Source: an optimization exercise on an open RTL-to-GDS flow (aim: small area, a short achievable clock period and few clock cycles per item). Production flows keep margins and buffers that such runs may drop.
RTL that was checked went through simulation tests only; none was proved equivalent to the original.
Power is estimated from default activity; no workload was simulated.

run A:
// lru_ordered_history_set
module lru_ordered_history_set #(
    parameter int ENTRIES        = 16,
    parameter int FOOTPRINT_BITS = 64
) (
    input  logic                                 clk,
    input  logic                                 rst_n,
    input  logic                                 in_valid,
    output logic                                 in_stall,
    input  logic [1:0]                           cmd,
    input  logic [lohs_pkg::KEY_W-1:0]           offset_key,
    input  logic [lohs_pkg::KEY_W-1:0]           address_key,
    input  logic [lohs_pkg::FP_PORT_W-1:0]       entry_footprint,
    output logic                                 out_valid,
    input  logic                                 out_stall,
    output logic                                 hit,
    output logic [lohs_pkg::SLOT_PORT_W-1:0]     slot,
    output logic [lohs_pkg::FP_PORT_W-1:0]       found_footprint,
    output logic [lohs_pkg::FILL_PORT_W-1:0]     fill_count
);
For scale: roughly 3,600 flip-flops, roughly 270 I/O pins, about 140,000 sq um of cells after synthesis.
Settings: LEC_CHECK=0, CAP_MARGIN=20, CORE_MARGIN=2, CORE_UTILIZATION=62, CTS_BUF_LIST=sky130_fd_sc_hd__clkbuf_16, CTS_CLUSTER_DIAMETER=80, CTS_CLUSTER_SIZE=25, PLACE_DENSITY=0.66, SETUP_SLACK_MARGIN=5, SLEW_MARGIN=20; clock period 9.0 ns.
standard.sh (not shown) runs the stock make flow with config.mk's settings and CLKGATE_MAP_FILE= SYNTH_SCRIPT=/design/flow/synth_recipe.tcl, a recipe that flattens the netlist after the stock synthesis.
==> flow/flow/run.sh <==
#!/bin/bash
set -euo pipefail
MARGIN=$(cat flow/margin.txt)
bash standard.sh SETUP_SLACK_MARGIN=$MARGIN "BUFFER_PORTS_ARGS=-buffer_cell sky130_fd_sc_hd__buf_4" finish > make_finish.log 2>&1
==> flow/flow/margin.txt <==
6.1
Run A finished all stages; the layout is clean.
Testbench counts of run A, summed over its fixed seeds: cycles 32,024, items 32,000.
diff inputs: run A => run B
==> flow/flow/margin.txt <==
5.5
[summary]
Per the comparison of run B with run A, via count has decreased; maximum number of pins on one net before global-route repair has increased; power per cell area has increased; total wire length after detailed routing has decreased; number of antenna violations at the first check in global routing has increased.
Run B falls short of run A in final worst setup slack.
Inputs modified between run B and run C:
Settings: changing CAP_MARGIN from 20 to 10; changing SLEW_MARGIN from 20 to 10.
==> flow/flow/run.sh <==
#!/bin/bash
set -euo pipefail
MARGIN=$(cat flow/margin.txt)
ARGS=(SETUP_SLACK_MARGIN=$MARGIN "BUFFER_PORTS_ARGS=-buffer_cell sky130_fd_sc_hd__buf_4")
bash standard.sh "${ARGS[@]}" place > make_place.log 2>&1
ODB=$PWD/orfs/results/$FLOW_PLATFORM/lru_ordered_history_set/base/3_place.odb openroad -no_init -exit flow/out_regs.tcl > out_regs.log 2>&1
bash standard.sh "${ARGS[@]}" finish > make_finish.log 2>&1
==> flow/flow/margin.txt <==
6.0
==> flow/flow/out_regs.tcl (new file) <==
# For each output port: move its buffer next to the pin and, when the
# buffer's input comes straight from a register with no other load, move that
# register next to it too; then legalize the placement.
read_db $::env(ODB)
set block [ord::get_db_block]
set core [$block getCoreArea]
set cx0 [expr [$core xMin] + 2000]; set cx1 [expr [$core xMax] - 12000]
set cy0 [expr [$core yMin] + 3000]; set cy1 [expr [$core yMax] - 3000]
proc clamp {v lo hi} { expr {$v < $lo ? $lo : ($v > $hi ? $hi : $v)} }
set moved 0
foreach bt [$block getBTerms] {
  if {[$bt getIoType] ne "OUTPUT"} { continue }
  set bb [$bt getBBox]
  set tx [clamp [expr ([$bb xMin] + [$bb xMax]) / 2] $cx0 $cx1]
  set ty [clamp [expr ([$bb yMin] + [$bb yMax]) / 2] $cy0 $cy1]
  set net [$bt getNet]
  foreach it [$net getITerms] {
    if {![$it isOutputSignal]} { continue }
    set buf [$it getInst]
    $buf setLocation $tx $ty
    incr moved
    foreach bi [$buf getITerms] {
      if {![$bi isInputSignal]} { continue }
      set n2 [$bi getNet]
      if {$n2 eq "NULL"} { continue }
      if {[llength [$n2 getITerms]] != 2} { continue }
      foreach it3 [$n2 getITerms] {
        if {![$it3 isOutputSignal]} { continue }
        set ff [$it3 getInst]
        set m [[$ff getMaster] getName]
        if {![string match "*__df*" $m] && ![string match "*__edf*" $m]} { continue }
        $ff setLocation $tx $ty
        incr moved
      }
    }
  }
}
puts "moved $moved cells"
detailed_placement
check_placement -verbose
write_db $::env(ODB)
==> comparison <==
- Going from run B to run C, worst hold slack moved down; number of vias after detailed routing moved up; clock input transition at the sequential cells of the worst setup and hold paths level; total CTS buffers moved down.
- For the ratio of final minimum period to clock period, run C came in 4.3 points lower than run B did.
- Run C ends up with a internal cell power that is 0.48% higher than in run B.
- Comparing run B and run C, the lower smallest setup slack after layout is on run B.
- The final reports for run C and run B show power share of the combinational group higher in the former.
- Going from run B to run C, detailed-routing wirelength on met1 grew slightly.
The following lists how run D was set up differently from run C:
Settings: removing PLACE_DENSITY (formerly 0.66); changing CTS_CLUSTER_DIAMETER from 80 to 90; changing SLEW_MARGIN from 10 to 20; changing CTS_CLUSTER_SIZE from 25 to 30; changing CORE_UTILIZATION from 62 to 55; changing CAP_MARGIN from 10 to 20.
==> flow/flow/run.sh <==
#!/bin/bash
set -euo pipefail
MARGIN=$(cat flow/margin.txt)
bash standard.sh SETUP_SLACK_MARGIN=$MARGIN "BUFFER_PORTS_ARGS=-buffer_cell sky130_fd_sc_hd__buf_4" finish > make_finish.log 2>&1
==> flow/flow/margin.txt <==
5.7
removed: flow/flow/out_regs.tcl
Notes after the runs:
Ran to the end and failed final checks on max-slew violations: run D. Taking run C as the reference, in run D sequential share of layout area rose by 0.95 points, global-route usage fell by 4.0 points, overall power fell by about 1.6%. The hold slack reported for run D is greater than that of run C by 0.0065 ns. On clock group share of total power, run D and run C are basically level. Measured against each other, run D and run C differ in endpoint arrival time on the critical path, the lower figure coming from run C. First-iteration detailed-routing DRC count, run D vs run C: down by a little under 10%. Run D vs run C: die width up by a few percent. Area: run D vs run C -> run D smaller.
--- input diff run D..run E ---
Settings: swapping 30 for 25 in CTS_CLUSTER_SIZE; putting PLACE_DENSITY at 0.66 where nothing was set; swapping 90 for 80 in CTS_CLUSTER_DIAMETER; swapping 55 for 62 in CORE_UTILIZATION.
==> flow/flow/run.sh <==
#!/bin/bash
set -euo pipefail
MARGIN=$(cat flow/margin.txt)
ARGS=(SETUP_SLACK_MARGIN=$MARGIN "BUFFER_PORTS_ARGS=-buffer_cell sky130_fd_sc_hd__buf_4")
bash standard.sh "${ARGS[@]}" place > make_place.log 2>&1
ODB=$PWD/orfs/results/$FLOW_PLATFORM/lru_ordered_history_set/base/3_place.odb openroad -no_init -exit flow/out_regs.tcl > out_regs.log 2>&1
bash standard.sh "${ARGS[@]}" finish > make_finish.log 2>&1
==> flow/flow/margin.txt <==
5.9
==> flow/flow/out_regs.tcl (new file) <==
# For each output port: move its buffer next to the pin and, when the
# buffer's input comes straight from a register with no other load, move that
# register next to it too; then legalize the placement.
read_db $::env(ODB)
set block [ord::get_db_block]
set core [$block getCoreArea]
set cx0 [expr [$core xMin] + 2000]; set cx1 [expr [$core xMax] - 12000]
set cy0 [expr [$core yMin] + 3000]; set cy1 [expr [$core yMax] - 3000]
proc clamp {v lo hi} { expr {$v < $lo ? $lo : ($v > $hi ? $hi : $v)} }
set moved 0
foreach bt [$block getBTerms] {
  if {[$bt getIoType] ne "OUTPUT"} { continue }
  set bb [$bt getBBox]
  set tx [clamp [expr ([$bb xMin] + [$bb xMax]) / 2] $cx0 $cx1]
  set ty [clamp [expr ([$bb yMin] + [$bb yMax]) / 2] $cy0 $cy1]
  set net [$bt getNet]
  foreach it [$net getITerms] {
    if {![$it isOutputSignal]} { continue }
    set buf [$it getInst]
    $buf setLocation $tx $ty
    incr moved
    foreach bi [$buf getITerms] {
      if {![$bi isInputSignal]} { continue }
      set n2 [$bi getNet]
      if {$n2 eq "NULL"} { continue }
      if {[llength [$n2 getITerms]] != 2} { continue }
      foreach it3 [$n2 getITerms] {
        if {![$it3 isOutputSignal]} { continue }
        set ff [$it3 getInst]
        set m [[$ff getMaster] getName]
        if {![string match "*__df*" $m] && ![string match "*__edf*" $m]} { continue }
        $ff setLocation $tx $ty
        incr moved
      }
    }
  }
}
puts "moved $moved cells"
detailed_placement
check_placement -verbose
write_db $::env(ODB)
[summary]
Across run D and run E, a clean result was obtained everywhere but in run D.
Taking run D as the reference, in run E number of non-filler instances in the completed layout dropped about 3%; setup slack after layout climbed 0.16 ns.
Share of final layout cell area taken by non-clock buffers sits higher in run E than in run D.
Going from run D to run E, clock skew shrank by 0.011 ns; final cycle utilization of the critical path shrank by 1.8 points; reported clock group power grew by 2.5%.
#### Input delta (run F over run E)
==> flow/flow/run.sh <==
#!/bin/bash
set -euo pipefail
MARGIN=$(cat flow/margin.txt)
bash standard.sh SETUP_SLACK_MARGIN=$MARGIN "BUFFER_PORTS_ARGS=-buffer_cell sky130_fd_sc_hd__buf_4" finish > make_finish.log 2>&1
==> flow/flow/margin.txt <==
5.7
removed: flow/flow/out_regs.tcl
[summary]
- Run F finished end to end and its layout was clean on timing, DRC and antenna.
- [compare] base=run E new=run F: worst-case setup margin in the final layout dropped 0.21 ns; filler-free cell count of the finished design held; internal power consumption fell by about 0.44%.
- As far as fraction of area in multi-input gates is concerned, run F and run E perform about the same.
- [compare] base=run E new=run F: signed area change from the synthesized netlist to the final layout now smaller; worst-case headroom to the max-slew limit closely matched the old numbers; power density over the cells saw little to no change.
- Of run E and run F, the higher global-route usage belongs to run E.
- Relative to run E, the number of cells on the critical path of run F is lower by 1.
- Compared to run E, the router laid down less metal wire for run F.

* * *

lru_ordered_history_set, a different RTL version from the one above (not shown whole).
Size: ~3,600 flip-flops, roughly 270 I/O pins.
==> flow/config.mk <==
export PLATFORM = sky130hd
export DESIGN_NAME = lru_ordered_history_set
export DESIGN_NICKNAME = lru_ordered_history_set
export VERILOG_FILES = /design/flow/design.v
export SDC_FILE = /design/flow/constraint.sdc
export NUM_CORES = 8
export LEC_CHECK = 0
export CAP_MARGIN = 20
export CORE_MARGIN = 2
export CORE_UTILIZATION = 55
export CTS_BUF_LIST = sky130_fd_sc_hd__clkbuf_16
export CTS_CLUSTER_DIAMETER = 80
export CTS_CLUSTER_SIZE = 25
export SETUP_SLACK_MARGIN = 5
export SLEW_MARGIN = 20
==> flow/constraint.sdc <==
create_clock -name core_clock -period 9.0 [get_ports {clk}]
set_input_delay 1.8000 -clock core_clock [delete_from_list [all_inputs] [get_ports {clk}]]
set_output_delay 1.8000 -clock core_clock [all_outputs]
set_load 0.01 [all_outputs]
==> flow/flow/run.sh <==
#!/bin/bash
set -euo pipefail
MARGIN=$(cat flow/margin.txt)
bash standard.sh SETUP_SLACK_MARGIN=$MARGIN finish > make_finish.log 2>&1
==> flow/flow/margin.txt <==
5.7
The first run finished with timing, DRC and antenna clean.
Then changed:
==> flow/flow/run.sh (replaced) <==
#!/bin/bash
set -euo pipefail
MARGIN=$(cat flow/margin.txt)
bash standard.sh SETUP_SLACK_MARGIN=$MARGIN "BUFFER_PORTS_ARGS=-buffer_cell sky130_fd_sc_hd__buf_4" finish > make_finish.log 2>&1
Die area does not change.
Synthesized area does not change.
Count of clock-buffer cells in the layout grows by 2.
Function was not checked in any run of this note: the RTL went through the layout flow alone.

* * *

Another version of the RTL of lru_ordered_history_set (not shown whole).
Size in the first run: ~8800 cells after synthesis, about 0.14 mm² of cells after synthesis.
clock: 9.0 ns
lec_check: 0
cap_margin: 20
core_margin: 2
core_utilization: 25
slew_margin: 20
run.sh (not shown) runs the stock make flow with config.mk's settings and CLKGATE_MAP_FILE= SYNTH_SCRIPT=/design/flow/synth_recipe.tcl, a recipe that flattens the netlist after the stock synthesis.
Stock flow here: none of the scripts above is used.
Testbench counts at the start, summed over its fixed seeds: cycles 32,016, items 32,000.
Edit:
--- a/flow/config.mk
+++ b/flow/config.mk
@@ -7,0 +8 @@
+export ABC_CLOCK_PERIOD_IN_PS = 3000
@@ -10 +11,2 @@
-export CORE_UTILIZATION = 25
+export CORE_UTILIZATION = 55
+export SETUP_SLACK_MARGIN = 5
Effect:
- register-to-register slack gains 2100 ps
- die area goes down by 54%
- maximum frequency increases by about 50%
Edit:
--- a/flow/config.mk
+++ b/flow/config.mk
@@ -11 +11 @@
-export CORE_UTILIZATION = 55
+export CORE_UTILIZATION = 25
Outcome: Cell area went up by about 3%; register-to-register slack loses 90 ps; clock skew came out lower by 5.5 ps; synthesized cell count does not change; non-clock buffer count drops by 8; via count decreases by 2.3%; worst hold slack is better by 57 ps; count of clock-buffer cells in the layout goes down by 14; worst setup slack got worse by 28 ps.

* * *

run 1:
Another version of the RTL of lru_ordered_history_set (not shown whole).
For scale: about 9000 cells after synthesis, about 270 I/O pins, about 140000 um^2 of cells after synthesis.
clock: 9.0 ns
lec_check: 0
cap_margin: 20
core_margin: 2
core_utilization: 55
setup_slack_margin: 5
slew_margin: 20
Run 1: no failed stages, no open violations at the end
What run 2 does differently from run 1 at the input level:
diff --git a/flow/config.mk b/flow/config.mk
--- a/flow/config.mk
+++ b/flow/config.mk
@@ -9,4 +9,7 @@
 export CORE_MARGIN = 2
 export CORE_UTILIZATION = 55
+export CTS_BUF_LIST = sky130_fd_sc_hd__clkbuf_16
+export CTS_CLUSTER_DIAMETER = 80
+export CTS_CLUSTER_SIZE = 25
 export SETUP_SLACK_MARGIN = 5
 export SLEW_MARGIN = 20
Findings:
Run 1 ended up with u_ctrl.b_match[7] as its end point of the critical path; run 2 ended up with u_ctrl.b_match[14]. Relative to run 1, synthesis-to-finish area growth decreased by 4.5 points in run 2. Combinational share of power: run 2 higher than run 1. Changes observed in run 2 relative to run 1: post-DP HPWL roughly the same, clock group share of total power lower, routing usage on met3 lower, synthesized cell count roughly the same.
The inputs of run 3 differ from those of run 2 as listed below.
==> flow/flow/run.sh (new file) <==
#!/bin/bash
set -euo pipefail
MARGIN=$(cat flow/margin.txt)
bash standard.sh SETUP_SLACK_MARGIN=$MARGIN finish > make_finish.log 2>&1
==> flow/flow/margin.txt (new file) <==
5.7
==> flow/standard.sh (new file) <==
#!/bin/bash
# synth_recipe.tcl (not shown) runs the flow's synth.tcl, then flattens the netlist and writes it again
# the make line also repeats each setting of config.mk as NAME=value (left out here)
make -C /OpenROAD-flow-scripts/flow DESIGN_CONFIG=/design/flow/config.mk WORK_HOME=/design/flow/orfs CLKGATE_MAP_FILE= SYNTH_SCRIPT=/design/flow/synth_recipe.tcl "${@:-finish}"
removed: flow/run.sh
### Flow results
- For run 3, the critical path endpoint was u_ctrl.b_match[15], unlike run 2, where it was u_ctrl.b_match[14].
- The global-route usage reported for run 3 is greater than that of run 2 by 2.9 points.
- Measured against run 3, the standby leakage power of run 2 comes out at 0.888 times the reference value.
- Compared with run 2, run 3 supports a higher clock frequency.
#### Input delta (run 4 over run 3)
==> flow/run.sh (new file) <==
#!/bin/bash
# synth_recipe.tcl (not shown) runs the flow's synth.tcl, then flattens the netlist and writes it again
# the make line also repeats each setting of config.mk as NAME=value (left out here)
make -C /OpenROAD-flow-scripts/flow DESIGN_CONFIG=/design/flow/config.mk WORK_HOME=/design/flow/orfs CLKGATE_MAP_FILE= SYNTH_SCRIPT=/design/flow/synth_recipe.tcl finish
diff --git a/flow/config.mk b/flow/config.mk
--- a/flow/config.mk
+++ b/flow/config.mk
@@ -9,7 +9,5 @@
 export CORE_MARGIN = 2
 export CORE_UTILIZATION = 55
-export CTS_BUF_LIST = sky130_fd_sc_hd__clkbuf_16
-export CTS_CLUSTER_DIAMETER = 80
-export CTS_CLUSTER_SIZE = 25
+export CTS_BUF_LIST = sky130_fd_sc_hd__clkbuf_4 sky130_fd_sc_hd__clkbuf_8
 export SETUP_SLACK_MARGIN = 5
 export SLEW_MARGIN = 20
removed: flow/flow/run.sh
removed: flow/flow/margin.txt
removed: flow/standard.sh
[summary]
- Run 4 completed; timing, DRC and antenna clean
- Non-clock buffer total of the final layout ends up higher on run 3.
- Re final area: run 4 and run 3 aren't equal, and the lower value belongs to run 4.
- Die area across run 4 and run 3: no real change.
- Setup violation total in the final timing report: run 4 vs run 3 identical
- Run 4 ended up with a lower switching power as a share of total power than run 3 did.
- Taking run 3 as the reference, in run 4 clock share of power increased 10 points; top achievable clock speed decreased by about 10% relative to the old numbers; multi-input gate share of total cell area fell by 0.94 points; synthesized area barely changed.
- Summary — final cell count without fillers, run 4 relative to run 3: higher, by 96.
No functional check of the RTL was part of any run of this note.

==> what the ideal ports hide <==
In the flow no input, the clock included, has a driving cell. The finished layouts below were timed again as built, in two steps. Step 1, drivers: a clkbuf_16 drives clk and a buf_2 each remaining input, both assumed. Step 2 adds t to the input delays and takes it off the output delays; t is the mean of the earliest and latest rising clock arrival at the registers after step 1. Input paths then give back, and output paths get back, about the clock's delay inside the block. Slacks: ideal ports / drivers / drivers and shift; pairs: ideal ports / drivers.
| run | shift t [ns] | slack for setup (ns) | slew at the worst register clock pin (ns) |
|---|---|---|---|
| run A | 0.986 | 5.522 / 5.418 / 4.888 | 0.11 / 0.11 |
| run B | 0.984 | 5.353 / 5.408 / 4.452 | 0.11 / 0.11 |
| run C | 0.993 | 5.736 / 5.628 / 4.740 | 0.10 / 0.10 |
| run D | 0.958 | 5.557 / 5.470 / 4.605 | 0.12 / 0.12 |
| run E | 0.989 | 5.720 / 5.629 / 4.691 | 0.10 / 0.10 |
| run F | 0.989 | 5.514 / 5.423 / 4.525 | 0.11 / 0.11 |
| the first run of note 2 | 0.987 | 5.535 / 5.480 / 4.681 | 0.10 / 0.10 |
| the second run of note 2 | 0.974 | 5.565 / 5.467 / 4.666 | 0.11 / 0.11 |
| the first run of note 3 | 1.062 | 2.892 / 2.892 / 2.797 | 0.08 / 0.08 |
| the second run of note 3 | 1.059 | 4.889 / 4.947 / 3.901 | 0.07 / 0.07 |
| the third run of note 3 | 1.040 | 4.861 / 4.861 / 3.936 | 0.08 / 0.08 |
| run 1 | 1.054 | 4.932 / 4.926 / 3.873 | 0.07 / 0.07 |
| run 2 | 0.998 | 4.741 / 4.823 / 3.825 | 0.11 / 0.11 |
| run 3 | 0.992 | 5.209 / 5.277 / 4.285 | 0.11 / 0.11 |
| run 4 | 1.281 | 4.792 / 4.871 / 3.590 | 0.07 / 0.07 |
The setup slack of run 4, which loses most, moves by +0.079 ns with the drivers and by -1.202 ns with both steps.
